Source: an optimization exercise on an open RTL-to-GDS flow (aim: small area and a short achievable clock period). Production flows keep margins and buffers that such runs may drop. The RTL was checked by simulation tests, not by an equivalence proof against the original design. No activity file was given, so power comes from the tool's default toggle rates.

$ cat flow/run.sh
#!/bin/bash
# synth_recipe.tcl (not shown) runs the flow's synth.tcl, then flattens the netlist and writes it again
# the make line also repeats each setting of config.mk as NAME=value (left out here)
make -C /OpenROAD-flow-scripts/flow DESIGN_CONFIG=/design/flow/config.mk WORK_HOME=/design/flow/orfs CLKGATE_MAP_FILE= SYNTH_SCRIPT=/design/flow/synth_recipe.tcl finish
$ cat flow/config.mk
export PLATFORM = sky130hd
export DESIGN_NAME = relu_maxpool
export DESIGN_NICKNAME = relu_maxpool
export VERILOG_FILES = /design/flow/design.v
export SDC_FILE = /design/flow/constraint.sdc
export NUM_CORES = 4
export LEC_CHECK = 0
export CAP_MARGIN = 20
export CORE_MARGIN = 2
export CORE_UTILIZATION = 40
export SLEW_MARGIN = 20
$ cat flow/constraint.sdc
create_clock -name core_clock -period 5.5 [get_ports {clk}]
set_input_delay 1.1000 -clock core_clock [delete_from_list [all_inputs] [get_ports {clk}]]
set_output_delay 1.1000 -clock core_clock [all_outputs]
set_load 0.01 [all_outputs]
$ cat flow/design.v
package cnn_pkg;
    localparam int DATA_W   = 21;
    localparam int POOL_W   = DATA_W - 1;
    localparam int MAX_W    = 256;
    localparam int DIM_W    = 9;
    localparam int LB_DEPTH = MAX_W / 2;
    localparam int LB_AW    = $clog2(LB_DEPTH);
    localparam logic [DIM_W-1:0] MAX_W_DIM = DIM_W'(MAX_W);
    typedef enum logic {
        IDLE = 1'b0,
        RUN  = 1'b1
    } state_t;
endpackage
import cnn_pkg::*;
module pool_line_buffer
(
    input  logic              clk,
    input  logic              sh,
    input  logic [POOL_W-1:0] din,
    input  logic [7:0]        fsel,
    input  logic [15:0]       csel,
    output logic [POOL_W-1:0] tap
);
    localparam int NF = 8;
    localparam int NC = 119;
    logic [POOL_W-1:0] f [NF];
    logic [POOL_W-1:0] c [NC];
    logic [POOL_W-1:0] g;
    always_comb begin
        g = '0;
        for (int i = 0; i < NF; i++) begin
            g = g | (f[i] & {POOL_W{fsel[i]}});
        end
        tap = g & {POOL_W{csel[0]}};
        for (int a = 1; a < 16; a++) begin
            tap = tap | (c[8*a-2] & {POOL_W{csel[a]}});
        end
    end
    always_ff @(posedge clk) begin
        if (sh) begin
            f[0] <= din;
            for (int i = 1; i < NF; i++) begin
                f[i] <= f[i-1];
            end
            c[0] <= g;
            for (int j = 1; j < NC; j++) begin
                c[j] <= c[j-1];
            end
        end
    end
endmodule
import cnn_pkg::*;
module relu_maxpool
(
    input  logic              clk,
    input  logic              rst,
    input  logic              clear,
    input  logic              start,
    input  logic [DIM_W-1:0]  map_width,
    input  logic [DIM_W-1:0]  map_height,
    input  logic [DATA_W-1:0] in_data,
    input  logic              in_valid,
    output logic [POOL_W-1:0] out,
    output logic              done,
    output logic              frame_done,
    output logic              busy,
    output logic              cfg_err
);
    logic               busy_q, done_q, frame_done_q, cfg_err_q;
    logic [DIM_W-1:0]   w_q, ccnt_q, rcnt_q;      
    logic               lastc_q, lastr_q, codd_q, rodd_q;
    logic [POOL_W-1:0]  hv_q;                     
    logic               hsel_q;                   
    logic [POOL_W-1:0]  wv_q;                     
    logic               wsel_q;                   
    logic               sh_q;                     
    logic [POOL_W-1:0]  lb_q;                     
    logic [POOL_W-1:0]  oa_q, ob_q;               
    logic               osel_q;
    logic [7:0]         fsel_q;
    logic [15:0]        csel_q;
    logic               p1_q;
    logic               accept, pair_ev, even_ev, dims_ok;
    logic [POOL_W-1:0]  vraw, lb, lbg, m, pend, tap;
    logic               neg, hsel_d, osel_d;
    logic [7:0]         sp1;
    logic [7:0]         fsel_d;
    logic [15:0]        csel_d;
    always_comb begin
        vraw    = in_data[POOL_W-1:0];
        neg     = in_data[DATA_W-1];
        accept  = busy_q && in_valid;
        pair_ev = accept && codd_q;
        even_ev = accept && !codd_q;
        dims_ok = (map_width >= DIM_W'(2)) && (map_width <= MAX_W_DIM) &&
                  (map_height >= DIM_W'(2));
        lb      = (p1_q && sh_q) ? pend : lb_q;
        lbg     = rodd_q ? lb : '0;
        hsel_d  = neg || (lbg > vraw);
        m       = hsel_q ? lbg : hv_q;
        osel_d  = neg || (m >= vraw);
        pend    = wsel_q ? (hsel_q ? '0 : hv_q) : wv_q;
    end
    always_comb begin
        sp1    = {1'b0, w_q[7:1]} - 8'd1;    
        if (w_q[8]) sp1 = 8'd127;
        fsel_d = '0;
        csel_d = '0;
        if (sp1 <= 8'd8) begin
            fsel_d[sp1[2:0] - 3'd1] = 1'b1;
            csel_d[0] = 1'b1;
        end else begin
            fsel_d[sp1[2:0]] = 1'b1;
            csel_d[sp1[6:3]] = 1'b1;
        end
    end
    always_ff @(posedge clk) begin
        fsel_q <= fsel_d;
        csel_q <= csel_d;
        p1_q   <= (sp1 == 8'd0);
    end
    always_ff @(posedge clk) begin
        if (rst || clear) begin
            busy_q       <= 1'b0;
            done_q       <= 1'b0;
            frame_done_q <= 1'b0;
            osel_q       <= 1'b0;
            ob_q         <= '0;
            if (rst) begin
                cfg_err_q <= 1'b0;
            end
        end else begin
            done_q       <= pair_ev && rodd_q;
            frame_done_q <= accept && lastc_q && lastr_q;
            if (!busy_q && start) begin
                if (dims_ok) begin
                    busy_q    <= 1'b1;
                    cfg_err_q <= 1'b0;
                end else begin
                    cfg_err_q <= 1'b1;
                end
            end
            if (accept && lastc_q && lastr_q) begin
                busy_q <= 1'b0;
            end
            if (pair_ev && rodd_q) begin
                osel_q <= osel_d;
                ob_q   <= vraw;
            end
        end
    end
    always_ff @(posedge clk) begin
        if (!busy_q && start) begin
            w_q     <= map_width;
            ccnt_q  <= map_width;
            rcnt_q  <= map_height;
            lastc_q <= 1'b0;
            lastr_q <= 1'b0;
            codd_q  <= 1'b0;
            rodd_q  <= 1'b0;
        end else if (accept) begin
            if (lastc_q) begin
                ccnt_q  <= w_q;
                lastc_q <= 1'b0;
                codd_q  <= 1'b0;
                rcnt_q  <= rcnt_q - DIM_W'(1);
                lastr_q <= (rcnt_q == DIM_W'(2));
                rodd_q  <= !rodd_q;
            end else begin
                ccnt_q  <= ccnt_q - DIM_W'(1);
                lastc_q <= (ccnt_q == DIM_W'(2));
                codd_q  <= !codd_q;
            end
        end
        if (even_ev) begin
            hv_q   <= vraw;
            hsel_q <= hsel_d;
        end
        if (pair_ev) begin
            wv_q   <= vraw;
            wsel_q <= osel_d;
            if (rodd_q) begin
                oa_q <= m;
            end
        end
        sh_q <= pair_ev;
        if (p1_q ? sh_q : pair_ev) begin
            lb_q <= p1_q ? pend : tap;
        end
    end
    pool_line_buffer u_line_buf (
        .clk  (clk),
        .sh   (sh_q),
        .din  (pend),
        .fsel (fsel_q),
        .csel (csel_q),
        .tap  (tap)
    );
    assign out        = osel_q ? oa_q : ob_q;
    assign done       = done_q;
    assign frame_done = frame_done_q;
    assign busy       = busy_q;
    assign cfg_err    = cfg_err_q;
endmodule
==> results.yml, run 1 <==
setup_path:
  cp-end-kind: "primary output"
  path_class: "flip-flop to primary output"
  cp.required_ns: 4.40
  crit_slowest_cell: "dfxtp_1"
  cp-start-kind: "flip-flop"
  path_depth: 2
  max_stage_delay_ns: 0.86
  crit_buf_inv: 1
  cp_cell_sequence: "mux2_2 > clkdlybuf4s50_1"
  crit_family: "flip-flops"
  reg2reg_depth: 3
  crit_arrival_ns: 2.67
  worstPathMaxFanout: 21
worst_hold_path:
  hold_path_class: "flip-flop to flip-flop"
  min_path_cells: 0
route:
  drt_iter0_drc: 4038
  ant_nets: 0
  first_pass_iters: 5
  drc: 0
  wl_per_cell_um: 20.6
  viasPerCell: 4.97
  wl_um: 145000
  dr_total_vias: 34843
pwr:
  p_leak_uw: 0.0265
  ir_drop_v: 0.000280
  power.density_mw_per_mm2: 398
clock_tree:
  clock_path_buffers: 3
  holdBufCountCts: 0
  postCtsSetupRepairBufs: 0
  clk_pin_slew_worst_paths_ns: 0.06
  root_buffer: "clkbuf_16"
  clock_latency_ns: 0.86
  cts_tree: "yes"
  cts_resized: 0
  numCtsBuffers: 235
  h-tree-depth: 4
  clkSinkCount: 2704
synth:
  synth-async-reset-ratio_pct: 0
  synth_common_cells: "edfxtp_1, a22oi_1, a21oi_1, nand2_1, clkbuf_1"
  synth_compound_area_share_pct: 3.49
  synth_fa_ha_area_share_pct: 0.690
  avgSynthCellArea_um2: 23.6
  synth_mux_area_share_pct: 0.572
  synth_edf_count: 2650
  synth_top_area_share_pct: 91.5
  synth.most_common_cell: "edfxtp_1"
  synth_area_mm2: 0.0870
  syn_nets: 3773
  syn_inst: 3681
  ys_ff_latch: 2704
  ys.flop_type: "edfxtp_1"
  seq_area_frac_synth_pct: 92.7
  synth-simple-area-share_pct: 1.72
  synth_top_family_by_area: "compound AO/OA/AOI/OAI gates"
  synth_cell_types: 56
  yosys_warnings: 4
  synth.area.top_cells: "edfxtp_1, a22oi_1, dfxtp_1, ha_1, a21oi_1"
  synth_xor_area_share_pct: 0.171
  synth_area_leader_cell: "edfxtp_1"
layout:
  multi_input_area_mm2: 0.00579
  seq_area_mm2: 0.0807
  drive_above_1_share_pct: 11.0
  nFillCells: 17684
  final_core_util_pct: 45.8
  syn_to_final_growth_pct: 14.2
  fin_nets: 4057
die:
  row_count: 171
  die_w_um: 470
  io_pins: 68
  floorplan.initialDensity_pct: 40.1
  die_y_um: 470
  die-area_mm2: 0.221
  core_mm2: 0.217
sta:
  min_period_over_period_pct: 68.5
  setup_tns_ns: 0
  max_freq_ghz: 0.266
  min_period_ns: 3.77
  worst_slack_ns: 1.73
  tightest_slew_ns: 1.10
  finClkSkew_ns: 0.0234
  finalHoldViolCount: 0
  setup_viol: 0
  rsz0062_at_grt: "no"
  maxSlewViolCount: 0
  relSlewSlack_pct: 26.8
global_route:
  grt-ovfl-total: 0
  grt_pass1_vias: 33626
  grt_max_degree: 201
  grt_pass1_wl_um: 212000
  antenna_found_initial: 4
  grt_use_total_pct: 12.7
placement:
  pre_cts_ws_ns: 1.70
  port_buffers: 67
  dpl.hpwl_um: 77200
  gp_congestion: 0.789
status:
  outcome: "no timing/DRC/antenna violations"
job:
  maxCapViolations: 0
[where the power goes]
group	total, uW	internal [uW]	switching (uW)	leakage [uW]
combinational	708	224	484	0.00331
clock	16400	9320	7120	0.00377
sequential	22400	22300	52.9	0.0194
[layout make-up]
class                           instances  area share, %
Clock buffer                          281           6.19
Clock inverter                        152           1.60
Timing Repair Buffer                  133           1.34
Tap cell                             2854           3.60
Inverter                               56          0.212
Multi-Input combinational cell        835           5.83
Sequential cell                      2704           81.2
Antenna cell                            1        0.00252
[through the flow]
stage               hold slack, ns  total power (uW)  instances  area, um2
floorplan                    0.400             23200       3681      87000
global placement             0.400             23600       6578      91500
detailed placement           0.405             23600       6579      91500
CTS                          0.408             40000       7012      99300
global route                 0.407             40800       7016      99300
finish                       0.406             39600       7016      99300
[cells in the final DEF (no fill, tap or decap), types with 6 or more instances in the layout]
master / count
a211oi_1: 22
a21o_1: 29
a21oi_1: 89
a221oi_1: 7
a22o_1: 7
a22oi_1: 206
buf_12: 9
buf_4: 54
bufinv_16: 29
clkbuf_1: 40
clkbuf_16: 238
clkdlybuf4s50_1: 67
clkinv_1: 52
clkinv_2: 44
clkinvlp_4: 11
dfxtp_1: 37
dfxtp_2: 16
edfxtp_1: 2650
ha_1: 48
inv_1: 56
inv_6: 6
mux2_2: 22
mux2i_1: 25
nand2_1: 90
nand3_1: 11
nand4_1: 59
nor2_1: 47
nor2b_1: 25
nor3_1: 17
nor4_1: 10
o211a_1: 20
o21ai_0: 20
xnor2_1: 10
xor2_1: 7
[metal layers]
layer	global-route usage (%)	vias up	share of wire [%]
met4	4.56	0	2.8
met1	19.7	18191	49
met2	17.5	945	42
met5	0	-	0
met3	2.86	241	6.0
li1	-	15466	-
[kinds of logic (layout without fill, tap and decap cells)]
logic type / after synthesis / in the layout
AO/OA/AOI/OAI: 430 / 430
XOR/XNOR: 17 / 17
adder cells (fa/ha/maj): 48 / 48
buffers and inverters: 142 / 622
flip-flops: 2704 / 2704
multiplexers: 47 / 47
other: 0 / 1
AND/OR/NAND/NOR: 293 / 293
[final timing paths]
| check | start | end | slack [ns] |
|---|---|---|---|
| min | u_line_buf.c[104][12] | u_line_buf.c[105][12] | 0.41 |
| min reg2reg | u_line_buf.c[104][12] | u_line_buf.c[105][12] | 0.41 |
| max reg2reg | sh_q | u_line_buf.c[88][2] | 1.94 |
| max | osel_q | out[14] | 1.73 |
[worst reg2reg max path, cell delays in order (launching register included)]
cell and delay [ns]:
dfxtp_4 0.91, buf_12 0.71, buf_4 0.74, buf_4 0.78
[flip-flops by register name, indices dropped and copies added (netlist names), 8 cells and up]
| name | cells |
|---|---|
| ccnt_q | 9 |
| csel_q | 16 |
| ob_q | 20 |
| oa_q | 20 |
| wv_q | 20 |
| hv_q | 20 |
| lb_q | 20 |
| u_line_buf.f | 160 |
| rcnt_q | 9 |
| w_q | 9 |
| fsel_q | 8 |
| u_line_buf.c | 2380 |
==> inputs of run 2 (changes only) <==
--- a/flow/design.v
+++ b/flow/design.v
@@ -76,10 +76,9 @@
     logic               sh_q;                     
     logic [POOL_W-1:0]  lb_q;                     
-    logic [POOL_W-1:0]  oa_q, ob_q;               
-    logic               osel_q;
+    logic [POOL_W-1:0]  out_q;
     logic [7:0]         fsel_q;
     logic [15:0]        csel_q;
     logic               p1_q;
-    logic               accept, pair_ev, even_ev, dims_ok;
+    logic               accept, pair_ev, dims_ok;
     logic [POOL_W-1:0]  vraw, lb, lbg, m, pend, tap;
     logic               neg, hsel_d, osel_d;
@@ -92,5 +91,4 @@
         accept  = busy_q && in_valid;
         pair_ev = accept && codd_q;
-        even_ev = accept && !codd_q;
         dims_ok = (map_width >= DIM_W'(2)) && (map_width <= MAX_W_DIM) &&
                   (map_height >= DIM_W'(2));
@@ -125,6 +123,5 @@
             done_q       <= 1'b0;
             frame_done_q <= 1'b0;
-            osel_q       <= 1'b0;
-            ob_q         <= '0;
+            out_q        <= '0;
             if (rst) begin
                 cfg_err_q <= 1'b0;
@@ -145,6 +142,5 @@
             end
             if (pair_ev && rodd_q) begin
-                osel_q <= osel_d;
-                ob_q   <= vraw;
+                out_q <= osel_d ? m : vraw;
             end
         end
@@ -173,14 +169,11 @@
             end
         end
-        if (even_ev) begin
+        if (!codd_q) begin
             hv_q   <= vraw;
             hsel_q <= hsel_d;
         end
-        if (pair_ev) begin
+        if (codd_q) begin
             wv_q   <= vraw;
             wsel_q <= osel_d;
-            if (rodd_q) begin
-                oa_q <= m;
-            end
         end
         sh_q <= pair_ev;
@@ -197,5 +190,5 @@
         .tap  (tap)
     );
-    assign out        = osel_q ? oa_q : ob_q;
+    assign out        = out_q;
     assign done       = done_q;
     assign frame_done = frame_done_q;
--- a/flow/config.mk
+++ b/flow/config.mk
@@ -9,3 +9,4 @@
 export CORE_MARGIN = 2
 export CORE_UTILIZATION = 40
+export SETUP_SLACK_MARGIN = 3.0
 export SLEW_MARGIN = 20
==> run 2 against run 1 <==
  * Global-route usage up 0.37 points
  * Setup slack better by 0.73 ns
  * Worst hold slack got worse by 0.0065 ns
  * Wire length up 3.1%
  * Cell area grew 1.2%
  * Sequential share of layout area shrank 1.6 points
  * Total power increased by 1.2%
  * Combinational power is 29% higher
  * Final cell count up 1.7%
  * Register-to-register slack improved by 0.52 ns
  * Highest routed layer unchanged
==> results.yml, run 2 <==
setup_path:
  cp.required_ns: 6.27
  cp_cell_sequence: "buf_8 > buf_4 > nand3b_1 > a31o_2 > o22ai_4 > ha_4 > o21a_1 > nor2_1 > o311ai_2 > a211oi_2 > buf_4 > buf_6 > or3_1 > o211ai_1"
  cp-end-kind: "flip-flop"
  cp-start-kind: "flip-flop"
  crit_slowest_cell: "edfxtp_1"
  rr_startpoint: "hsel_q"
  max_stage_delay_ns: 0.46
  reg2reg_depth: 14
  path_common_cell: "buf_4"
  r2r-end: "out_q[10]"
  worstPathMaxFanout: 5
  path_class: "flip-flop to flip-flop"
  crit_arrival_ns: 3.81
  rrSetupSlack_ns: 2.46
layout:
  fin_nets: 4184
  syn_to_final_growth_pct: 15.9
  final_cells: 7136
  final_common_cell: "edfxtp_1"
  largest_reg_flops: 2380
  largest_registers: "u_line_buf.c (2380), u_line_buf.f (160)"
  final_cell_mix: "edfxtp_1, clkbuf_16, a22oi_1"
  drive_above_1_share_pct: 14.8
  regMostFlops: "u_line_buf.c"
sta:
  finClkSkew_ns: 0.0235
  setup_tns_ns: 0
  min_period_ns: 3.04
  max_freq_ghz: 0.329
  worst_slack_ns: 2.46
  maxSlewViolCount: 0
  relSlewSlack_pct: 25.3
  finalHoldViolCount: 0
  setup_viol: 0
  tightest_slew_ns: 1.12
  rsz0062_at_grt: "yes"
  min_period_over_period_pct: 55.3
synth:
  synth-async-reset-ratio_pct: 0
  syn_inst: 3749
  ys_ff_latch: 2683
  seq_area_frac_synth_pct: 92.3
  synth_common_cells: "edfxtp_1, a22oi_1, nand2_1"
  synth.area.top_cells: "edfxtp_1, a22oi_1, dfxtp_1, ha_1, a21oi_1"
  synth_top_area_share_pct: 91.1
  synth.most_common_cell: "edfxtp_1"
  yosys_warnings: 4
  synth_edf_count: 2630
  ys.flop_type: "edfxtp_1"
  synth_area_mm2: 0.0867
  synth_area_leader_cell: "edfxtp_1"
  avgSynthCellArea_um2: 23.1
  synth_cell_types: 66
  syn_nets: 3841
clock_tree:
  h-tree-depth: 4
  clkSinkCount: 2683
  clock_path_buffers: 3
  clk_pin_slew_worst_paths_ns: 0.07
  root_buffer: "clkbuf_16"
  holdBufCountCts: 0
  clock_latency_ns: 0.85
  numCtsBuffers: 236
  cts_tree: "yes"
placement:
  dpl.hpwl_um: 77500
  port_buffers: 67
  gp_congestion: 0.790
  dpl.cell_count: 6613
  pre_cts_ws_ns: 1.50
route:
  wl_per_cell_um: 20.9
  dr_total_vias: 35754
  drt_iter0_drc: 4503
  ant_nets: 0
  drc: 0
  viasPerCell: 5.01
  first_pass_iters: 6
  wl_um: 149000
global_route:
  grt_use_total_pct: 13.1
  grt_pass1_vias: 34430
  grt_max_degree: 210
  antenna_found_initial: 3
  grt-ovfl-total: 0
  grt_pass1_wl_um: 217000
die:
  floorplan.initialDensity_pct: 40.3
  core_mm2: 0.215
  die_y_um: 470
  die_w_um: 470
  die-area_mm2: 0.221
  io_pins: 68
  row_count: 170
worst_hold_path:
  hold_path_class: "flip-flop to flip-flop"
  min_path_cells: 0
  min_from: "u_line_buf.c[107][8]"
  hold_end: "u_line_buf.c[108][8]"
status:
  outcome: "no timing/DRC/antenna violations"
pwr:
  p_leak_uw: 0.0268
  power.density_mw_per_mm2: 398
  ir_drop_v: 0.000278
job:
  maxCapViolations: 0
==> run 2: cell count changes after synthesis, moves of 15 or more <==
cell      delta
inv_1       +15
o22ai_1     +19
o211ai_1    +20
and2_1      +19
or3_1       +18
o211a_1     -19
nand3b_1    +22
edfxtp_1    -20
a31o_2      +18
mux2_2      -20
mux2i_1     -21
a21o_1      -23
nand2b_1    +19
==> run 2: worst max-delay path: cells and delay by family (launching register included) <==
family	cells	cell delay [ns]
flip-flops	1	0.46
AO/OA/AOI/OAI	6	1.08
AND/OR/NAND/NOR	3	0.62
adder cells (fa/ha/maj)	1	0.19
buffers and inverters	4	0.61
==> run 2: repair_timing <==
item,4_1_cts,5_1_grt
setup endpoints to repair,1898,677
resized for setup,196,55
pin swaps,59,30
buffers inserted,48,14
endpoints found under the hold margin,0,0
gates cloned,12,3
==> run 2: worst max path at each step <==
stage               startpoint         to  slack, ns  cells past startpoint
floorplan                 sh_q     wsel_q     -15.15                     11
global placement          sh_q   out_q[0]       1.47                     12
detailed placement        sh_q  out_q[12]       1.50                     12
CTS                     hsel_q   out_q[4]       2.55                     14
global route            hsel_q  out_q[15]       2.27                     13
finish                  hsel_q  out_q[10]       2.46                     14
==> run 2: power by group <==
| part | switching [uW] | leakage, uW | internal [uW] |
|---|---|---|---|
| clock network | 7130 | 0.00393 | 9730 |
| registers | 64.7 | 0.0193 | 22200 |
| logic | 595 | 0.00357 | 320 |
| total | 7790 | 0.0268 | 32200 |
==> run 2: cell type report <==
type / count / area, um2
Fill cell: 17390 / 114000
Sequential cell: 2683 / 80100
Multi-Input combinational cell: 901 / 6540
Clock buffer: 284 / 6200
Tap cell: 2838 / 3550
Timing Repair Buffer: 199 / 2110
Clock inverter: 158 / 1810
Inverter: 71 / 267
Antenna cell: 2 / 5.00
==> run 2: through the flow <==
stage | total power (uW) | hold slack, ns | cell area, um2 | util (%)
after detailed placement | 23500 | 0.405 | 91200 | 42.4
after floorplan | 23100 | 0.400 | 86800 | -
after global placement | 23500 | 0.400 | 91200 | 42.4
final | 40000 | 0.400 | 101000 | 46.8
after global routing | 41300 | 0.410 | 101000 | 46.8
after CTS | 40500 | 0.396 | 100000 | 46.5
==> run 2: cell families (layout without fill, tap and decap cells) <==
kind of cell,count (synthesis),in the layout,share of synthesized area (%)
mux,6,6,0.0721
compound gates,445,445,3.59
flops,2683,2683,92.3
simple gates,381,382,2.43
xor+xnor,20,20,0.202
buf+inv,166,712,0.741
other cells,0,2,0
fa+ha+maj,48,48,0.692
==> run 2: per-layer routing <==
layer	vias up	wire (um)	track usage [%]
met1	18536	71900	20.2
met3	273	9390	2.80
li1	15833	-	-
met4	0	3640	4.17
met2	1112	64100	18.4
met5	-	0	0
==> inputs of run 3 (changes only) <==
--- a/flow/config.mk
+++ b/flow/config.mk
@@ -8,5 +8,5 @@
 export CAP_MARGIN = 20
 export CORE_MARGIN = 2
-export CORE_UTILIZATION = 40
+export CORE_UTILIZATION = 70
 export SETUP_SLACK_MARGIN = 3.0
 export SLEW_MARGIN = 20
==> run 3 against run 2 <==
  * The run now fails in global routing
  * Synthesized cell count is the same
  * Area after synthesis is the same
==> results.yml, run 3 <==
status:
  outcome: "aborted with a tool error"
  failed_stage: "global routing"
  stop_error: "[ERROR DPL-0033] detailed placement checks failed during check placement."
synth:
  synth_area_leader_cell: "edfxtp_1"
  syn_inst: 3749
  yosys_warnings: 4
  avgSynthCellArea_um2: 23.1
  synth-async-reset-ratio_pct: 0
  seq_area_frac_synth_pct: 92.3
  synth_common_cells: "edfxtp_1, a22oi_1, nand2_1"
  syn_nets: 3841
  synth.most_common_cell: "edfxtp_1"
  synth_area_mm2: 0.0867
  synth_cell_types: 66
  ys.flop_type: "edfxtp_1"
  synth.area.top_cells: "edfxtp_1, a22oi_1, dfxtp_1, ha_1, a21oi_1"
  synth_top_area_share_pct: 91.1
  ys_ff_latch: 2683
  synth_edf_count: 2630
die:
  floorplan.initialDensity_pct: 70.3
  die_w_um: 356
  die_y_um: 356
  row_count: 129
  io_pins: 68
clock_tree:
  root_buffer: "clkbuf_16"
  numCtsBuffers: 236
  clock_path_buffers: 3
  holdBufCountCts: 0
  h-tree-depth: 4
  clkSinkCount: 2683
global_route:
  antenna_found_initial: 4
  grt_max_degree: 110
placement:
  dpl.hpwl_um: 81300
  gp_congestion: 0.860
  dpl.cell_count: 5422
  port_buffers: 67
sta:
  grt_repair_worst_endpoint: "hsel_q$_DFFE_PN_/D"
  worstEpCategory: "sequential cell input"
==> run 3: metrics by stage <==
step / hold slack [ns] / total power, uW / setup slack (ns) / utilization, % / area, um2
floorplan: 0.400 / 23100 / -15.15 / - / 86800
CTS: 0.387 / 40500 / 2.40 / 79.8 / 98400
detailed placement: 0.405 / 23500 / 1.57 / 72.8 / 89700
global placement: 0.400 / 23500 / 0.924 / 72.8 / 89700
==> run 3: cells by family after synthesis <==
group	after synthesis	share of synthesized area (%)
mux	6	0.0721
flops	2683	92.3
compound gates	445	3.59
simple gates	381	2.43
fa+ha+maj	48	0.692
xor+xnor	20	0.202
buf+inv	166	0.741
==> run 3: repair_timing <==
item                                    in CTS
resized for setup                          203
endpoints found under the setup margin    2322
setup buffers                               29
pin swaps                                   21
cloned                                      13
==> run 3: worst max-delay path by stage <==
stage	end	cells past startpoint	from	slack (ns)
CTS	out_q[4]	13	hsel_q	2.40
detailed placement	out_q[16]	13	sh_q	1.57
floorplan	wsel_q	11	sh_q	-15.15
global placement	wsel_q	8	in_data[7]	0.92
==> run 3: power groups by stage <==
stage	Sequential (uW)	Combinational, uW	Clock [uW]
after floorplan	22700	403	0
after global placement	22700	753	0
after detailed placement	22700	777	0
after CTS	22300	883	17300
==> inputs of run 4 (changes only) <==
--- a/flow/design.v
+++ b/flow/design.v
@@ -70,17 +70,15 @@
     logic [DIM_W-1:0]   w_q, ccnt_q, rcnt_q;      
     logic               lastc_q, lastr_q, codd_q, rodd_q;
-    logic [POOL_W-1:0]  hv_q;                     
-    logic               hsel_q;                   
-    logic [POOL_W-1:0]  wv_q;                     
-    logic               wsel_q;                   
-    logic               sh_q;                     
+    logic [POOL_W-1:0]  m_q;                      
+    logic [POOL_W-1:0]  pm_q;                     
     logic [POOL_W-1:0]  lb_q;                     
     logic [POOL_W-1:0]  out_q;
+    logic               sh_q;                     
     logic [7:0]         fsel_q;
     logic [15:0]        csel_q;
     logic               p1_q;
     logic               accept, pair_ev, dims_ok;
-    logic [POOL_W-1:0]  vraw, lb, lbg, m, pend, tap;
-    logic               neg, hsel_d, osel_d;
+    logic [POOL_W-1:0]  vraw, lbg, m_d, pm_d, lb_d, tap;
+    logic               neg, msel, psel;
     logic [7:0]         sp1;
     logic [7:0]         fsel_d;
@@ -93,10 +91,10 @@
         dims_ok = (map_width >= DIM_W'(2)) && (map_width <= MAX_W_DIM) &&
                   (map_height >= DIM_W'(2));
-        lb      = (p1_q && sh_q) ? pend : lb_q;
-        lbg     = rodd_q ? lb : '0;
-        hsel_d  = neg || (lbg > vraw);
-        m       = hsel_q ? lbg : hv_q;
-        osel_d  = neg || (m >= vraw);
-        pend    = wsel_q ? (hsel_q ? '0 : hv_q) : wv_q;
+        lbg     = rodd_q ? lb_q : '0;
+        msel    = neg || (lbg > vraw);
+        m_d     = msel ? lbg : vraw;
+        psel    = neg || (m_q >= vraw);
+        pm_d    = psel ? m_q : vraw;
+        lb_d    = (p1_q && psel) ? m_q : (p1_q ? vraw : tap);
     end
     always_comb begin
@@ -142,5 +140,5 @@
             end
             if (pair_ev && rodd_q) begin
-                out_q <= osel_d ? m : vraw;
+                out_q <= pm_d;
             end
         end
@@ -170,20 +168,16 @@
         end
         if (!codd_q) begin
-            hv_q   <= vraw;
-            hsel_q <= hsel_d;
+            m_q <= m_d;
         end
         if (codd_q) begin
-            wv_q   <= vraw;
-            wsel_q <= osel_d;
+            pm_q <= pm_d;
+            lb_q <= lb_d;
         end
         sh_q <= pair_ev;
-        if (p1_q ? sh_q : pair_ev) begin
-            lb_q <= p1_q ? pend : tap;
-        end
     end
     pool_line_buffer u_line_buf (
         .clk  (clk),
         .sh   (sh_q),
-        .din  (pend),
+        .din  (pm_q),
         .fsel (fsel_q),
         .csel (csel_q),
--- a/flow/config.mk
+++ b/flow/config.mk
@@ -8,5 +8,5 @@
 export CAP_MARGIN = 20
 export CORE_MARGIN = 2
-export CORE_UTILIZATION = 70
-export SETUP_SLACK_MARGIN = 3.0
+export CORE_UTILIZATION = 40
+export SETUP_SLACK_MARGIN = 3.1
 export SLEW_MARGIN = 20
==> run 4 against run 3 <==
  * Now clean on timing, DRC and antenna
  * Synthesized cell count fell by 3.6%
  * Area after synthesis down 0.82%
==> results.yml, run 4 <==
global_route:
  grt_max_degree: 189
  grt_pass1_wl_um: 226000
  grt_pass1_vias: 34102
  grt-ovfl-total: 0
  antenna_found_initial: 17
  grt_use_total_pct: 14.0
worst_hold_path:
  hold_path_class: "flip-flop to flip-flop"
  min_from: "u_line_buf.c[67][5]"
clock_tree:
  clk_pin_slew_worst_paths_ns: 0.06
  clock_path_buffers: 3
  clkSinkCount: 2681
  clock_latency_ns: 0.85
  h-tree-depth: 4
  numCtsBuffers: 239
  cts_tree: "yes"
  root_buffer: "clkbuf_16"
route:
  drt_iter0_drc: 4621
  wl_um: 159000
  viasPerCell: 5.08
  ant_nets: 0
  wl_per_cell_um: 22.6
  drc: 0
  dr_total_vias: 35782
  first_pass_iters: 5
pwr:
  power_frac_comb_pct: 2.5
  p_seq_share_pct: 56.5
  switching_power_uw: 7810
  p_leak_uw: 0.0266
  power_uw: 39400
  clockPowerShare_pct: 41.0
  p_sw_share_pct: 19.8
  power.density_mw_per_mm2: 391
  ir_drop_v: 0.000343
  power.internal_uw: 31600
layout:
  largest_reg_flops: 2380
  fin_nets: 4084
  final_cell_mix: "edfxtp_1, clkbuf_16, a22oi_1"
  largest_registers: "u_line_buf.c (2380), u_line_buf.f (160)"
  stdcell_area_mm2: 0.101
  syn_to_final_growth_pct: 16.9
  drive_above_1_share_pct: 17.7
  final_common_cell: "edfxtp_1"
  regMostFlops: "u_line_buf.c"
placement:
  dpl.hpwl_um: 82900
  placed_cell_area_mm2: 0.0907
  port_buffers: 67
  gp_congestion: 0.781
  pre_cts_ws_ns: 1.14
setup_path:
  cp-end-kind: "flip-flop"
  crit_arrival_ns: 3.38
  max_stage_delay_ns: 0.38
  worstPathMaxFanout: 6
  rr_startpoint: "rodd_q"
  cp.required_ns: 6.07
  cp-start-kind: "flip-flop"
  crit_buf_inv: 3
  path_common_cell: "o211ai_1"
  path_class: "flip-flop to flip-flop"
  crit_slowest_cell: "dfxtp_4"
  crit_family: "compound AO/OA/AOI/OAI gates"
  cp-startpoint: "rodd_q"
  cp_cell_sequence: "buf_12 > and2_4 > ha_4 > a211oi_2 > o211ai_1 > o221ai_1 > nand3_1 > o211ai_1 > buf_4 > buf_8 > mux2_4"
synth:
  yosys_warnings: 4
  synth.area.top_cells: "edfxtp_1, a22oi_1, dfxtp_1, ha_1, clkbuf_1"
  synth_edf_count: 2628
  syn_nets: 3710
  syn_inst: 3615
  synth_area_mm2: 0.0860
  synth.most_common_cell: "edfxtp_1"
  avgSynthCellArea_um2: 23.8
  synth_area_leader_cell: "edfxtp_1"
  ys.flop_type: "edfxtp_1"
  synth_cell_types: 62
  ys_ff_latch: 2681
  synth_top_area_share_pct: 91.7
  seq_area_frac_synth_pct: 93.0
  synth_common_cells: "edfxtp_1, a22oi_1, clkbuf_1"
  synth-async-reset-ratio_pct: 0
die:
  floorplan.initialDensity_pct: 40.2
  die-area_mm2: 0.219
  die_w_um: 468
  core_mm2: 0.214
  io_pins: 68
  row_count: 170
  die_y_um: 468
sta:
  max_freq_ghz: 0.356
  finalHoldViolCount: 0
  maxSlewViolCount: 0
  min_period_ns: 2.81
  finClkSkew_ns: 0.0262
  min_period_over_period_pct: 51.1
  rsz0062_at_grt: "yes"
  setup_viol: 0
  worst_slack_ns: 2.69
  relSlewSlack_pct: 34.1
  tightest_slew_ns: 0.988
  setup_tns_ns: 0
status:
  outcome: "no timing/DRC/antenna violations"
job:
  maxCapViolations: 0
run 4: cell types whose count changed after synthesis, moves of 21 or more:
cell      before  now
a22oi_1      210  180
a31oi_1        5   42
nand3_1       16   45
o21ai_0       18   60
a21oi_1       87   56
nand3b_1      22    0
nor2b_1       26    5
nand2_1       95   57
or3_1         22    1
inv_1         71   39
run 4: power by group through the flow:
stage / Sequential (uW) / Clock (uW) / Combinational, uW
finish: 22300 / 16100 / 1000
CTS: 22200 / 16600 / 921
detailed placement: 22700 / 0 / 766
floorplan: 22700 / 0 / 391
global placement: 22700 / 0 / 749
global route: 22200 / 17400 / 1060
run 4: layout make-up:
type | instances | area, um2
Timing Repair inverter | 2 | 12.5
Tap cell | 2838 | 3550
Sequential cell | 2681 | 80100
Multi-Input combinational cell | 819 | 6960
Clock inverter | 152 | 1310
Antenna cell | 3 | 7.51
Inverter | 39 | 154
Timing Repair Buffer | 207 | 2220
Clock buffer | 296 | 6320
Fill cell | 17177 | 114000
run 4: logic make-up after synthesis:
group,count (synthesis),synth area share (%)
AOI/OAI and AO/OA,453,3.64
xor gates and xnor gates,17,0.173
adders and majority gates,51,0.742
buffers and inverters,124,0.548
DFF,2681,93.0
muxes,22,0.284
and+or+nand+nor,267,1.64
run 4: worst paths after layout:
check / endpoint / slack (ns) / cells past startpoint
min reg2reg: u_line_buf.c[68][5] / 0.40 / 0
min: u_line_buf.c[68][5] / 0.40 / 0
max reg2reg: m_q[4] / 2.69 / 11
max: m_q[4] / 2.69 / 11
run 4: stage by stage:
| stage | instances | util, % | hold slack (ns) |
|---|---|---|---|
| after floorplan | 3615 | - | 0.400 |
| after global placement | 6502 | 42.3 | 0.400 |
| after detailed placement | 6502 | 42.4 | 0.405 |
| after CTS | 7005 | 46.6 | 0.396 |
| after global routing | 7037 | 47.0 | 0.403 |
| final | 7037 | 47.0 | 0.399 |
run 4: routing by layer:
| layer | vias to the layer above | GRT usage, % | share of wire (%) |
|---|---|---|---|
| met4 | 2 | 5.22 | 3.3 |
| met3 | 316 | 3.01 | 6.6 |
| met5 | - | 0 | 0.0075 |
| met1 | 18706 | 21.4 | 47 |
| met2 | 1218 | 19.6 | 43 |
| li1 | 15540 | - | - |
run 4: timing repair:
item,CTS,global route
setup buffers,42,26
pin swaps,31,73
hold buffers,0,0
cloned,13,3
setup endpoints to repair,139,850
endpoints found under the hold margin,0,0
resized for setup,387,125
==> inputs of run 5 (changes only) <==
--- a/flow/config.mk
+++ b/flow/config.mk
@@ -8,5 +8,5 @@
 export CAP_MARGIN = 20
 export CORE_MARGIN = 2
-export CORE_UTILIZATION = 40
+export CORE_UTILIZATION = 55
 export SETUP_SLACK_MARGIN = 3.1
 export SLEW_MARGIN = 20
==> run 5 against run 4 <==
  * Setup slack improved by 0.096 ns
  * Register-to-register slack improved by 0.13 ns
  * Largest power group unchanged
  * Flip-flop and latch count did not move
  * Highest routed layer unchanged
  * Synthesized cell count did not move
  * Final cell count fell by 11%
  * Clock-buffer cell count rose by 44
  * Critical endpoint is now m_q[12]
  * Critical path depth did not move
  * Still clean
  * Die area fell by 27%
  * Wire length fell by 3.8%
==> results.yml, run 5 <==
synth:
  synth-async-reset-ratio_pct: 0
  yosys_warnings: 4
  syn_nets: 3710
  ys.flop_type: "edfxtp_1"
  avgSynthCellArea_um2: 23.8
  seq_area_frac_synth_pct: 93.0
  synth_top_area_share_pct: 91.7
  synth_common_cells: "edfxtp_1, a22oi_1, clkbuf_1"
  synth_area_leader_cell: "edfxtp_1"
  synth.area.top_cells: "edfxtp_1, a22oi_1, dfxtp_1, ha_1, clkbuf_1"
  syn_inst: 3615
  synth.most_common_cell: "edfxtp_1"
  synth_edf_count: 2628
  synth_area_mm2: 0.0860
  synth_cell_types: 62
  ys_ff_latch: 2681
layout:
  largest_reg_flops: 2380
  final_common_cell: "edfxtp_1"
  multi_input_area_mm2: 0.00703
  fin_nets: 4119
  syn_to_final_growth_pct: 16.8
  final_cell_mix: "edfxtp_1, clkbuf_16, a22oi_1"
  regMostFlops: "u_line_buf.c"
  final_cells: 6269
  drive_above_1_share_pct: 18.3
  final_core_util_pct: 64.5
  largest_registers: "u_line_buf.c (2380), u_line_buf.f (160)"
  nFillCells: 9992
  seq_area_mm2: 0.0801
pwr:
  power.density_mw_per_mm2: 405
  power_frac_comb_pct: 2.5
  ir_drop_v: 0.000316
  p_sw_share_pct: 19.3
  switching_power_uw: 7860
  p_seq_share_pct: 54.8
  clockPowerShare_pct: 42.7
  p_leak_uw: 0.0270
  power.internal_uw: 32800
status:
  outcome: "no timing/DRC/antenna violations"
global_route:
  grt-ovfl-total: 0
  grt_use_total_pct: 18.9
  antenna_found_initial: 6
  grt_pass1_wl_um: 218000
  grt_max_degree: 223
  grt_pass1_vias: 33727
sta:
  min_period_over_period_pct: 49.3
  rsz0062_at_grt: "yes"
  maxSlewViolCount: 0
  finalHoldViolCount: 0
  max_freq_ghz: 0.368
  finClkSkew_ns: 0.0419
  tightest_slew_ns: 1.04
  holdWs_ns: 0.394
  min_period_ns: 2.71
  relSlewSlack_pct: 30.4
  setup_viol: 0
  setup_tns_ns: 0
clock_tree:
  h-tree-depth: 5
  numCtsBuffers: 275
  clock_path_buffers: 4
  cts_tree: "yes"
  clk_pin_slew_worst_paths_ns: 0.06
  clock_latency_ns: 0.88
  clkSinkCount: 2681
  root_buffer: "clkbuf_16"
  holdBufCountCts: 0
route:
  dr_total_vias: 35771
  first_pass_iters: 5
  wl_um: 153000
  drt_iter0_drc: 3964
  ant_nets: 0
  viasPerCell: 5.71
  wl_per_cell_um: 24.4
  drc: 0
setup_path:
  crit_buf_inv: 4
  max_stage_delay_ns: 0.33
  path_common_cell: "o211ai_1"
  crit_family: "buffers and inverters"
  path_class: "input port to flip-flop"
  crit_arrival_ns: 3.32
  cp-start-kind: "input port"
  cp_cell_sequence: "clkdlybuf4s15_2 > inv_2 > ha_1 > nand4_1 > o211ai_1 > o221ai_2 > nand3_1 > o211ai_1 > buf_4 > buf_12 > mux2_4"
  cp.required_ns: 6.11
  crit_slowest_cell: "ha_1"
  cp-end-kind: "flip-flop"
  worstPathMaxFanout: 8
die:
  core_mm2: 0.156
  io_pins: 68
  floorplan.initialDensity_pct: 55.2
  die_w_um: 399
  die-area_mm2: 0.160
  row_count: 145
  die_y_um: 399
worst_hold_path:
  hold_path_class: "flip-flop to flip-flop"
job:
  maxCapViolations: 0
placement:
  dpl.hpwl_um: 78300
  port_buffers: 67
  dpl.cell_count: 5721
  gp_congestion: 0.812
-- run 5: metal layers --
layer	track usage (%)	share of wire, %	vias to the layer above	wire, um
li1	-	-	15612	-
met1	30.3	47	18571	72500
met2	24.9	42	1267	63700
met3	5.40	7.9	317	12100
met4	6.65	3.0	4	4620
met5	0	0.015	-	23
-- run 5: cell families after synthesis --
group | count (synthesis) | synth area share, %
xor gates and xnor gates | 17 | 0.173
buffers and inverters | 124 | 0.548
adders and majority gates | 51 | 0.742
muxes | 22 | 0.284
and+or+nand+nor | 267 | 1.64
AOI/OAI and AO/OA | 453 | 3.64
DFF | 2681 | 93.0
-- run 5: through the flow --
step / total power (uW) / instance area, um2 / setup slack [ns]
finish: 40600 / 100000 / 2.79
global route: 42000 / 100000 / 2.75
CTS: 41000 / 99500 / 2.93
detailed placement: 23500 / 89700 / 1.10
global placement: 23500 / 89700 / 1.22
floorplan: 23100 / 86000 / -12.70
-- run 5: cell type report --
class                           count  share of cell area [%]
Timing Repair inverter              1                 0.00498
Inverter                           39                   0.153
Clock buffer                      340                    7.24
Tap cell                         2058                    2.56
Clock inverter                    122                    1.07
Sequential cell                  2681                    79.7
Antenna cell                        2                 0.00498
Timing Repair Buffer              209                    2.25
Multi-Input combinational cell    817                    7.00
-- run 5: repair_timing --
item	CTS	global route
resized for setup	412	111
buffers inserted	40	29
endpoints found under the setup margin	211	133
pin swaps	47	62
gates cloned	12	1
-- run 5: worst paths after layout --
kind / from / end / slack [ns] / cells past startpoint
hold reg to reg: u_line_buf.c[7][12] / u_line_buf.c[8][12] / 0.39 / 0
setup reg to reg: rodd_q / m_q[12] / 2.82 / 10
setup / recovery: in_data[7] / m_q[12] / 2.79 / 11
hold / removal: u_line_buf.c[7][12] / u_line_buf.c[8][12] / 0.39 / 0
-- run 5: power by group through the flow --
| stage | Clock (uW) | Sequential [uW] | Combinational [uW] |
|---|---|---|---|
| after global routing | 18700 | 22200 | 1080 |
| after floorplan | 0 | 22700 | 391 |
| after CTS | 17900 | 22300 | 925 |
| after detailed placement | 0 | 22700 | 785 |
| after global placement | 0 | 22700 | 772 |
| final | 17400 | 22300 | 1020 |
==> inputs of run 6 (changes only) <==
--- a/flow/design.v
+++ b/flow/design.v
@@ -79,6 +79,6 @@
     logic               p1_q;
     logic               accept, pair_ev, dims_ok;
-    logic [POOL_W-1:0]  vraw, lbg, m_d, pm_d, lb_d, tap;
-    logic               neg, msel, psel;
+    logic [POOL_W-1:0]  vraw, vrelu, m_d, pm_d, lb_d, tap;
+    logic               neg, lb_use, lastp_q;
     logic [7:0]         sp1;
     logic [7:0]         fsel_d;
@@ -91,11 +91,10 @@
         dims_ok = (map_width >= DIM_W'(2)) && (map_width <= MAX_W_DIM) &&
                   (map_height >= DIM_W'(2));
-        lbg     = rodd_q ? lb_q : '0;
-        msel    = neg || (lbg > vraw);
-        m_d     = msel ? lbg : vraw;
-        psel    = neg || (m_q >= vraw);
-        pm_d    = psel ? m_q : vraw;
-        lb_d    = (p1_q && psel) ? m_q : (p1_q ? vraw : tap);
-    end
+        vrelu   = neg ? '0 : vraw;
+        lb_use  = busy_q && (rodd_q ^ lastp_q);
+        lb_d    = lb_use ? (p1_q ? pm_d : tap) : '0;
+    end
+    pool_max u_max_even (.a(lb_q), .b(vrelu), .y(m_d));
+    pool_max u_max_odd  (.a(m_q),  .b(vrelu), .y(pm_d));
     always_comb begin
         sp1    = {1'b0, w_q[7:1]} - 8'd1;    
@@ -150,4 +149,5 @@
             rcnt_q  <= map_height;
             lastc_q <= 1'b0;
+            lastp_q <= (map_width <= DIM_W'(3));
             lastr_q <= 1'b0;
             codd_q  <= 1'b0;
@@ -157,4 +157,5 @@
                 ccnt_q  <= w_q;
                 lastc_q <= 1'b0;
+                lastp_q <= (w_q <= DIM_W'(3));
                 codd_q  <= 1'b0;
                 rcnt_q  <= rcnt_q - DIM_W'(1);
@@ -164,4 +165,5 @@
                 ccnt_q  <= ccnt_q - DIM_W'(1);
                 lastc_q <= (ccnt_q == DIM_W'(2));
+                lastp_q <= (ccnt_q <= DIM_W'(3));
                 codd_q  <= !codd_q;
             end
@@ -172,4 +174,6 @@
         if (codd_q) begin
             pm_q <= pm_d;
+        end
+        if (codd_q || !busy_q) begin
             lb_q <= lb_d;
         end
@@ -190,2 +194,32 @@
     assign cfg_err    = cfg_err_q;
 endmodule
+module pool_max
+(
+    input  logic [POOL_W-1:0] a,
+    input  logic [POOL_W-1:0] b,
+    output logic [POOL_W-1:0] y
+);
+    localparam int LV = $clog2(POOL_W);
+    logic [POOL_W-1:0] gt [LV+1];
+    logic [POOL_W-1:0] lt [LV+1];
+    assign gt[0] = a & ~b;
+    assign lt[0] = ~a & b;
+    for (genvar k = 0; k < LV; k++) begin : g_lv
+        for (genvar i = 0; i < POOL_W; i++) begin : g_bit
+            if (i + (1 << k) < POOL_W) begin : g_comb
+                assign gt[k+1][i] = gt[k][i+(1<<k)] | (~lt[k][i+(1<<k)] & gt[k][i]);
+                assign lt[k+1][i] = lt[k][i+(1<<k)] | (~gt[k][i+(1<<k)] & lt[k][i]);
+            end else begin : g_pass
+                assign gt[k+1][i] = gt[k][i];
+                assign lt[k+1][i] = lt[k][i];
+            end
+        end
+    end
+    for (genvar i = 0; i < POOL_W; i++) begin : g_out
+        if (i == POOL_W - 1) begin : g_top
+            assign y[i] = a[i] | b[i];
+        end else begin : g_low
+            assign y[i] = (a[i] & ~lt[LV][i+1]) | (b[i] & ~gt[LV][i+1]);
+        end
+    end
+endmodule
--- a/flow/config.mk
+++ b/flow/config.mk
@@ -8,5 +8,7 @@
 export CAP_MARGIN = 20
 export CORE_MARGIN = 2
-export CORE_UTILIZATION = 55
-export SETUP_SLACK_MARGIN = 3.1
+export CORE_UTILIZATION = 50
+export CTS_CLUSTER_DIAMETER = 120
+export CTS_CLUSTER_SIZE = 30
+export SETUP_SLACK_MARGIN = 3.2
 export SLEW_MARGIN = 20
==> run 6 against run 5 <==
  * Largest cell class unchanged
  * Still clean
  * Final cell count grew 9.2%
  * Clock-buffer cell count shrank 214
  * Die area is 13% higher
  * Sequential power about the same
  * Global-route usage is 0.60 points lower
  * Combinational power rose by 86%
  * Setup slack improved by 0.040 ns
  * First-iteration DRC count rose by 12%
==> results.yml, run 6 <==
placement:
  port_buffers: 67
  placed_cell_area_mm2: 0.0927
  gp_congestion: 0.909
  dpl.hpwl_um: 98600
sta:
  relSlewSlack_pct: 29.1
  finClkSkew_ns: 0.0356
  rsz0062_at_grt: "yes"
  min_period_over_period_pct: 48.6
  maxSlewViolCount: 0
  setup_tns_ns: 0
  tightest_slew_ns: 1.06
  max_freq_ghz: 0.374
  setup_viol: 0
  min_period_ns: 2.67
  finalHoldViolCount: 0
die:
  die_w_um: 425
  die-area_mm2: 0.181
  core_mm2: 0.176
  io_pins: 68
  die_y_um: 425
  row_count: 154
  floorplan.initialDensity_pct: 50.3
setup_path:
  cp-end-kind: "flip-flop"
  cp.required_ns: 5.97
  path_class: "input port to flip-flop"
  worstPathMaxFanout: 10
  cp-start-kind: "input port"
  crit_arrival_ns: 3.14
clock_tree:
  clkSinkCount: 2682
  root_buffer: "clkbuf_16"
  cts_tree: "yes"
  clock_latency_ns: 0.77
  numCtsBuffers: 100
  clock_path_buffers: 3
  h-tree-depth: 3
  clk_pin_slew_worst_paths_ns: 0.11
global_route:
  grt-ovfl-total: 0
  grt_pass1_wl_um: 242000
  grt_max_degree: 192
  grt_pass1_vias: 35970
  grt_use_total_pct: 18.3
  antenna_found_initial: 6
synth:
  synth_area_mm2: 0.0888
  yosys_warnings: 7
  seq_area_frac_synth_pct: 90.1
  synth_edf_count: 2629
  synth-async-reset-ratio_pct: 0
  syn_nets: 4199
  syn_inst: 4145
  synth_area_leader_cell: "edfxtp_1"
  ys.flop_type: "edfxtp_1"
  synth_common_cells: "edfxtp_1, a22oi_1, a21oi_1"
  synth_cell_types: 91
  avgSynthCellArea_um2: 21.4
  synth_top_area_share_pct: 89.0
  synth.most_common_cell: "edfxtp_1"
  synth.area.top_cells: "edfxtp_1, a22oi_1, dfxtp_1, a21oi_1, o21ai_0"
  ys_ff_latch: 2682
layout:
  regMostFlops: "u_line_buf.c"
  nFillCells: 13189
  largest_reg_flops: 2380
  multi_input_area_mm2: 0.00977
  final_cell_mix: "edfxtp_1, buf_4, a22oi_1"
  final_core_util_pct: 56.2
  largest_registers: "u_line_buf.c (2380), u_line_buf.f (160)"
  stdcell_area_mm2: 0.0990
  fin_nets: 4521
  final_common_cell: "edfxtp_1"
  drive_above_1_share_pct: 17.1
  syn_to_final_growth_pct: 11.6
  seq_area_mm2: 0.0801
pwr:
  p_leak_uw: 0.0257
  power.density_mw_per_mm2: 336
  ir_drop_v: 0.000276
worst_hold_path:
  hold_path_class: "flip-flop to flip-flop"
route:
  ant_nets: 0
  wl_um: 170000
  viasPerCell: 5.67
  drc: 0
  wl_per_cell_um: 24.9
  drt_iter0_drc: 4449
  dr_total_vias: 38821
  first_pass_iters: 5
job:
  maxCapViolations: 0
status:
  outcome: "no timing/DRC/antenna violations"
-- run 6: worst max-delay path, cell delays in order --
cell and delay [ns]:
clkdlybuf4s15_2 0.27, nor2b_2 0.22, a21oi_2 0.22, o22ai_1 0.12, a311o_1 0.40, o41ai_1 0.33
o21ai_1 0.12, a32oi_2 0.25, a211oi_1 0.11
-- run 6: what timing repair did --
item,in CTS,in global routing
endpoints found under the setup margin,1011,117
gates resized for setup,540,217
pin swaps,61,73
buffers inserted,130,58
gates cloned,8,0
hold buffers,0,0
-- run 6: path summary, 6_finish.rpt --
kind | depth (start not counted) | end | slack [ns] | startpoint
setup / recovery | 9 | lb_q[2] | 2.83 | in_data[7]
hold reg to reg | 0 | u_line_buf.c[116][18] | 0.42 | u_line_buf.c[115][18]
hold / removal | 0 | u_line_buf.c[116][18] | 0.42 | u_line_buf.c[115][18]
setup reg to reg | 8 | lb_q[2] | 2.91 | m_q[9]
-- run 6: logic make-up after synthesis --
logic type,after synthesis,synth area share (%)
DFF,2682,90.1
AOI/OAI and AO/OA,727,5.58
and+or+nand+nor,481,2.70
buffers and inverters,193,0.871
adders and majority gates,38,0.461
xor gates and xnor gates,22,0.217
muxes,2,0.0268
-- run 6: final cells by class --
class | instances | area share [%]
flip-flops and latches | 2682 | 80.9
inverters | 79 | 0.331
clock buffers | 126 | 2.67
well taps | 2340 | 2.96
repair inverters | 3 | 0.0202
repair buffers | 330 | 3.10
diodes | 4 | 0.0101
clock inverters | 9 | 0.119
multi-input cells | 1271 | 9.86
-- run 6: metrics by stage --
step	setup WS [ns]	total power [uW]	hold WS (ns)	std cells
after floorplan	-12.70	23500	0.400	4145
after global placement	1.17	24100	0.400	6509
after detailed placement	1.15	24100	0.405	6509
after CTS	2.92	33400	0.414	6782
after global routing	2.80	34400	0.422	6842
final	2.83	33200	0.418	6844
-- run 6: power breakdown --
part | internal [uW] | switching (uW) | total, uW | leakage [uW]
sequential | 22200 | 124 | 22300 | 0.0194
combinational | 733 | 1170 | 1900 | 0.00505
clock | 3450 | 5590 | 9040 | 0.00134
total | 26300 | 6880 | 33200 | 0.0257
-- run 6: routing by layer --
metal,vias up,part of all wire [%],global-route usage [%]
met5,-,0,0
met4,0,2.8,5.73
met3,189,5.0,2.23
met2,1048,44,26.1
met1,20476,48,29.6
li1,17108,-,-
==> inputs of run 7 (changes only) <==
--- a/flow/config.mk
+++ b/flow/config.mk
@@ -9,6 +9,4 @@
 export CORE_MARGIN = 2
 export CORE_UTILIZATION = 50
-export CTS_CLUSTER_DIAMETER = 120
-export CTS_CLUSTER_SIZE = 30
 export SETUP_SLACK_MARGIN = 3.2
 export SLEW_MARGIN = 20
==> run 7 against run 6 <==
  * Still clean
  * Total power up 27%
  * Wire length up 3.7%
  * Clock power up 99%
  * Combinational power up 3%
  * Final cell count up 5.0%
  * Maximum frequency up 0.79%
  * Cell area up 6.0%
  * Sequential share of layout area down 4.6 points
  * Critical path depth unchanged
  * Highest routed layer unchanged
==> results.yml, run 7 <==
setup_path:
  crit_buf_inv: 1
  cp.required_ns: 6.07
  cp-start-kind: "input port"
  reg2reg_depth: 9
  setup.worst_path.end: "lb_q[2]"
  rrSetupSlack_ns: 2.92
  crit_family: "compound AO/OA/AOI/OAI gates"
  crit_arrival_ns: 3.22
  path_class: "input port to flip-flop"
  crit_slowest_cell: "a311o_1"
  path_depth: 9
  r2r-end: "lb_q[2]"
  rr_startpoint: "m_q[10]"
  worstPathMaxFanout: 10
  cp_cell_sequence: "clkdlybuf4s15_2 > nor2b_1 > a21oi_2 > o22ai_1 > a311o_1 > o41ai_1 > o21ai_0 > a32oi_2 > a211oi_2"
  cp-end-kind: "flip-flop"
  cp-startpoint: "in_data[7]"
  max_stage_delay_ns: 0.43
layout:
  seq_area_mm2: 0.0801
  largest_reg_flops: 2380
  regMostFlops: "u_line_buf.c"
  final_cells: 7185
  syn_to_final_growth_pct: 18.2
  fin_nets: 4704
  final_cell_mix: "edfxtp_1, clkbuf_16, buf_4"
  nFillCells: 12650
  largest_registers: "u_line_buf.c (2380), u_line_buf.f (160)"
  multi_input_area_mm2: 0.00971
  drive_above_1_share_pct: 21.5
  final_common_cell: "edfxtp_1"
  final_core_util_pct: 59.5
synth:
  yosys_warnings: 7
  syn_nets: 4199
  synth_cell_types: 91
  synth.area.top_cells: "edfxtp_1, a22oi_1, dfxtp_1, a21oi_1, o21ai_0"
  synth_common_cells: "edfxtp_1, a22oi_1, a21oi_1"
  syn_inst: 4145
  synth_area_leader_cell: "edfxtp_1"
  synth.most_common_cell: "edfxtp_1"
  synth-async-reset-ratio_pct: 0
  synth_edf_count: 2629
  seq_area_frac_synth_pct: 90.1
  synth_area_mm2: 0.0888
  ys_ff_latch: 2682
  ys.flop_type: "edfxtp_1"
  avgSynthCellArea_um2: 21.4
  synth_top_area_share_pct: 89.0
route:
  wl_per_cell_um: 24.6
  route.met2.wl_um: 76400
  ant_nets: 0
  top_layer: "met4"
  dr_wl_met3_um: 10700
  wl_met1_um: 83700
  first_pass_iters: 6
  wl_um: 176000
  drt_iter0_drc: 4476
  dr_total_vias: 40280
  drc: 0
  viasPerCell: 5.61
pwr:
  power.internal_uw: 33600
  p_sw_share_pct: 20.4
  power.density_mw_per_mm2: 403
  p_seq_share_pct: 52.8
  p_leak_uw: 0.0287
  ir_drop_v: 0.000335
  power_frac_comb_pct: 4.6
  switching_power_uw: 8630
  clockPowerShare_pct: 42.6
  power_uw: 42300
clock_tree:
  cts_tree: "yes"
  holdBufCountCts: 0
  root_buffer: "clkbuf_16"
  clk_pin_slew_worst_paths_ns: 0.06
  clkSinkCount: 2682
  clock_path_buffers: 4
  numCtsBuffers: 277
  h-tree-depth: 5
  clock_latency_ns: 0.90
global_route:
  grt_pass1_vias: 38065
  grt_use_total_pct: 19.1
  grt-ovfl-total: 0
  grt_pass1_wl_um: 252000
  antenna_found_initial: 11
  grt_max_degree: 192
sta:
  rsz0062_at_grt: "yes"
  worst_slack_ns: 2.85
  min_period_ns: 2.65
  finClkSkew_ns: 0.0652
  finalHoldViolCount: 0
  min_period_over_period_pct: 48.2
  setup_viol: 0
  tightest_slew_ns: 1.07
  relSlewSlack_pct: 28.6
  max_freq_ghz: 0.377
  maxSlewViolCount: 0
  setup_tns_ns: 0
die:
  core_mm2: 0.176
  die_w_um: 425
  floorplan.initialDensity_pct: 50.3
  row_count: 154
  die_y_um: 425
  io_pins: 68
  die-area_mm2: 0.181
placement:
  dpl.cell_count: 6509
  gp_congestion: 0.909
  port_buffers: 67
  dpl.hpwl_um: 98600
  pre_cts_ws_ns: 1.15
worst_hold_path:
  hold_path_class: "flip-flop to flip-flop"
job:
  maxCapViolations: 0
status:
  outcome: "no timing/DRC/antenna violations"
run 7: cell families (layout without fill, tap and decap cells):
logic type	count (synthesis)	after routing	synth area share (%)
mux	2	2	0.0268
simple gates	481	481	2.70
flops	2682	2682	90.1
fa+ha+maj	38	38	0.461
xor+xnor	22	22	0.217
buf+inv	193	890	0.871
compound gates	727	727	5.58
other cells	0	3	0
run 7: how the worst min path moves through the flow:
stage	to	startpoint	slack, ns	cells past startpoint
after floorplan	u_line_buf.c[100][0]	u_line_buf.c[99][0]	0.40	0
after global placement	u_line_buf.c[17][14]	u_line_buf.c[16][14]	0.40	0
after detailed placement	u_line_buf.c[100][17]	u_line_buf.c[99][17]	0.40	0
after CTS	u_line_buf.c[69][9]	u_line_buf.c[68][9]	0.35	0
after global routing	u_line_buf.c[69][9]	u_line_buf.c[68][9]	0.37	0
final	u_line_buf.c[69][9]	u_line_buf.c[68][9]	0.35	0
run 7: power groups by stage:
stage	clock (uW)	combinational, uW	sequential, uW
6_report	18000	1960	22300
5_1_grt	19300	2070	22300
4_1_cts	18500	1760	22300
3_5_place_dp	0	1320	22800
3_3_place_gp	0	1320	22800
2_1_floorplan	0	804	22700
run 7: layout make-up:
class	instances	area share, %
Tap cell	2340	2.79
Sequential cell	2682	76.4
Clock buffer	330	6.94
Multi-Input combinational cell	1270	9.25
Timing Repair inverter	3	0.0191
Inverter	79	0.300
Timing Repair Buffer	337	3.00
Antenna cell	3	0.00715
Clock inverter	141	1.34
run 7: worst register-to-register path, stage by stage (launching register included):
cell and delay, ns:
edfxtp_1 0.48, buf_4 0.19, o21ai_0 0.16, o21ai_1 0.10
a21oi_2 0.30, and4_1 0.27, o21ai_2 0.09, a211o_1 0.32
a32oi_2 0.27, a211oi_2 0.11
run 7: layer usage:
layer	vias up	GRT usage [%]
li1	17693	-
met1	20949	30.0
met2	1323	26.8
met3	315	3.46
met4	0	7.01
met5	-	0
run 7: stage by stage:
stage,hold slack (ns),cell area (um2)
after global placement,0.400,92700
after detailed placement,0.405,92700
after floorplan,0.400,88800
after global routing,0.368,105000
after CTS,0.350,104000
final,0.351,105000
run 7: repair_timing:
action / 4_1_cts / 5_1_grt
gates resized for setup: 538 / 209
pin swaps: 73 / 68
setup endpoints to repair: 1056 / 139
gates cloned: 5 / 2
setup buffers: 142 / 53
==> inputs of run 8 (changes only) <==
--- a/flow/config.mk
+++ b/flow/config.mk
@@ -6,4 +6,5 @@
 export NUM_CORES = 4
 export LEC_CHECK = 0
+export ABC_CLOCK_PERIOD_IN_PS = 1500
 export CAP_MARGIN = 20
 export CORE_MARGIN = 2
==> run 8 against run 7 <==
  * Largest cell class unchanged
  * Still clean on timing, DRC and antenna
  * Clock skew unchanged
  * First-iteration DRC count unchanged
  * Total power unchanged
  * Synthesized cell count unchanged
  * Setup slack unchanged
  * Largest power group unchanged
==> results.yml, run 8 <==
pwr:
  p_seq_share_pct: 52.8
  p_sw_share_pct: 20.4
  power_frac_comb_pct: 4.6
  ir_drop_v: 0.000335
  p_leak_uw: 0.0287
  clockPowerShare_pct: 42.6
  power_uw: 42300
  power.internal_uw: 33600
  power.density_mw_per_mm2: 403
  switching_power_uw: 8630
route:
  dr_total_vias: 40280
  drt_iter0_drc: 4476
  drc: 0
  first_pass_iters: 6
  wl_per_cell_um: 24.6
  wl_um: 176000
  ant_nets: 0
  viasPerCell: 5.61
synth:
  synth_cell_types: 91
  synth.most_common_cell: "edfxtp_1"
  synth_edf_count: 2629
  synth-async-reset-ratio_pct: 0
  yosys_warnings: 7
  synth_common_cells: "edfxtp_1, a22oi_1, a21oi_1"
  ys_ff_latch: 2682
  synth_area_mm2: 0.0888
  syn_inst: 4145
  avgSynthCellArea_um2: 21.4
  synth.area.top_cells: "edfxtp_1, a22oi_1, dfxtp_1, a21oi_1, o21ai_0"
  synth_top_area_share_pct: 89.0
  synth_area_leader_cell: "edfxtp_1"
  seq_area_frac_synth_pct: 90.1
  ys.flop_type: "edfxtp_1"
  syn_nets: 4199
setup_path:
  rr_startpoint: "m_q[10]"
  crit_buf_inv: 1
  path_class: "input port to flip-flop"
  crit_arrival_ns: 3.22
  cp-start-kind: "input port"
  max_stage_delay_ns: 0.43
  crit_slowest_cell: "a311o_1"
  rrSetupSlack_ns: 2.92
  worstPathMaxFanout: 10
  r2r-end: "lb_q[2]"
  cp.required_ns: 6.07
  cp-end-kind: "flip-flop"
  reg2reg_depth: 9
  crit_family: "compound AO/OA/AOI/OAI gates"
  cp_cell_sequence: "clkdlybuf4s15_2 > nor2b_1 > a21oi_2 > o22ai_1 > a311o_1 > o41ai_1 > o21ai_0 > a32oi_2 > a211oi_2"
placement:
  dpl.hpwl_um: 98600
  gp_congestion: 0.909
  placed_cell_area_mm2: 0.0927
  port_buffers: 67
  dpl.cell_count: 6509
clock_tree:
  root_buffer: "clkbuf_16"
  holdBufCountCts: 0
  cts_tree: "yes"
  clkSinkCount: 2682
  numCtsBuffers: 277
  h-tree-depth: 5
  clock_path_buffers: 4
  clk_pin_slew_worst_paths_ns: 0.06
  clock_latency_ns: 0.90
sta:
  min_period_ns: 2.65
  maxSlewViolCount: 0
  max_freq_ghz: 0.377
  relSlewSlack_pct: 28.6
  setup_viol: 0
  finClkSkew_ns: 0.0652
  min_period_over_period_pct: 48.2
  setup_tns_ns: 0
  rsz0062_at_grt: "yes"
  finalHoldViolCount: 0
  tightest_slew_ns: 1.07
layout:
  final_cell_mix: "edfxtp_1, clkbuf_16, buf_4"
  stdcell_area_mm2: 0.105
  largest_reg_flops: 2380
  final_cells: 7185
  largest_registers: "u_line_buf.c (2380), u_line_buf.f (160)"
  drive_above_1_share_pct: 21.5
  fin_nets: 4704
  syn_to_final_growth_pct: 18.2
  final_core_util_pct: 59.5
  nFillCells: 12650
  regMostFlops: "u_line_buf.c"
  final_common_cell: "edfxtp_1"
worst_hold_path:
  min_path_cells: 0
  hold_path_class: "flip-flop to flip-flop"
  min_from: "u_line_buf.c[68][9]"
  hold_end: "u_line_buf.c[69][9]"
global_route:
  grt-ovfl-total: 0
  antenna_found_initial: 11
  grt_pass1_vias: 38065
  grt_pass1_wl_um: 252000
  grt_max_degree: 192
  grt_use_total_pct: 19.1
die:
  floorplan.initialDensity_pct: 50.3
  row_count: 154
  die-area_mm2: 0.181
  die_y_um: 425
  core_mm2: 0.176
  io_pins: 68
  die_w_um: 425
job:
  maxCapViolations: 0
status:
  outcome: "no timing/DRC/antenna violations"
## run 8: cell counts after synthesis
No cell type changed its count.
## run 8: cell type report
cell class,count,area [um2],area share [%]
Antenna cell,3,7.51,0.00715
Clock buffer,330,7280,6.94
Clock inverter,141,1400,1.34
Inverter,79,315,0.300
Multi-Input combinational cell,1270,9710,9.25
Sequential cell,2682,80100,76.4
Tap cell,2340,2930,2.79
Timing Repair Buffer,337,3150,3.00
Timing Repair inverter,3,20.0,0.0191
## run 8: cell families (layout without fill, tap and decap cells)
group	after synthesis	after routing	share of synthesized area, %
DFF	2682	2682	90.1
AOI/OAI and AO/OA	727	727	5.58
and+or+nand+nor	481	481	2.70
buffers and inverters	193	890	0.871
adders and majority gates	38	38	0.461
xor gates and xnor gates	22	22	0.217
muxes	2	2	0.0268
other	0	3	0
## run 8: through the flow
step | hold WS, ns | setup slack [ns]
after floorplan | 0.400 | -12.70
after global routing | 0.368 | 2.82
final | 0.351 | 2.85
after global placement | 0.400 | 1.17
after CTS | 0.350 | 2.73
after detailed placement | 0.405 | 1.15
## run 8: what timing repair did
action                      CTS  global route
buffers inserted            142            53
gates resized for setup     538           209
setup endpoints to repair  1056           139
pin swaps                    73            68
gates cloned                  5             2
## run 8: worst max path at each step
stage	startpoint	to	slack (ns)	depth (start not counted)
finish	in_data[7]	lb_q[2]	2.85	9
global route	m_q[17]	lb_q[2]	2.82	9
CTS	busy_q	busy	2.73	1
detailed placement	in_data[16]	lb_q[5]	1.15	9
global placement	in_data[16]	lb_q[5]	1.17	9
floorplan	sh_q	u_line_buf.c[0][0]	-12.70	0
## run 8: power by group through the flow
stage	clock network (uW)	registers [uW]	logic, uW
after floorplan	0	22700	804
after global placement	0	22800	1320
after detailed placement	0	22800	1320
after CTS	18500	22300	1760
after global routing	19300	22300	2070
final	18000	22300	1960
## run 8: worst register-to-register path, delay by kind of cell (launching register included)
family / cells / cell delay (ns)
AO/OA/AOI/OAI: 7 / 1.35
flip-flops: 1 / 0.48
AND/OR/NAND/NOR: 1 / 0.27
buffers and inverters: 1 / 0.19
## run 8: layer usage
layer	GRT usage, %	vias to the layer above	part of all wire, %
li1	-	17693	-
met1	30.0	20949	47
met2	26.8	1323	43
met3	3.46	315	6.1
met4	7.01	0	3.2
met5	0	-	0

static timing again, ports no longer ideal:
In the flow no input, the clock included, has a driving cell. The finished layouts below were timed again as built, in two steps. Step 1: set_driving_cell puts a clkbuf_16 on clk and a buf_2 on each other input, an assumption about the parent block. Step 2 also shifts input and output timing later by t, the mid clock arrival at the registers, as if the neighbouring blocks saw the same clock. Three values: ideal ports, drivers, drivers and shift; two values: the first two.
run | shift t [ns] | slack for setup (ns) | hold slack, ns | worst setup path at the end
run 1 | 0.936 | 1.734 / 1.643 / 1.707 | 0.406 / 0.406 / 0.406 | input to register
run 2 | 0.929 | 2.460 / 2.460 / 1.861 | 0.400 / 0.400 / 0.400 | input to register
run 4 | 0.909 | 2.690 / 2.613 / 1.704 | 0.399 / 0.399 / 0.399 | input to register
run 5 | 0.941 | 2.786 / 2.795 / 1.854 | 0.394 / 0.394 / 0.394 | input to register
run 6 | 0.832 | 2.826 / 2.889 / 2.057 | 0.418 / 0.418 / 0.418 | input to register
run 7 | 0.952 | 2.847 / 2.840 / 1.955 | 0.351 / 0.351 / 0.351 | input to register
run 8 | 0.952 | 2.847 / 2.840 / 1.955 | 0.351 / 0.351 / 0.351 | input to register
After both steps setup and hold are still met in every run listed. For run 4, which loses most, drivers alone change the setup slack by -0.077 ns; drivers and shift together by -0.986 ns.
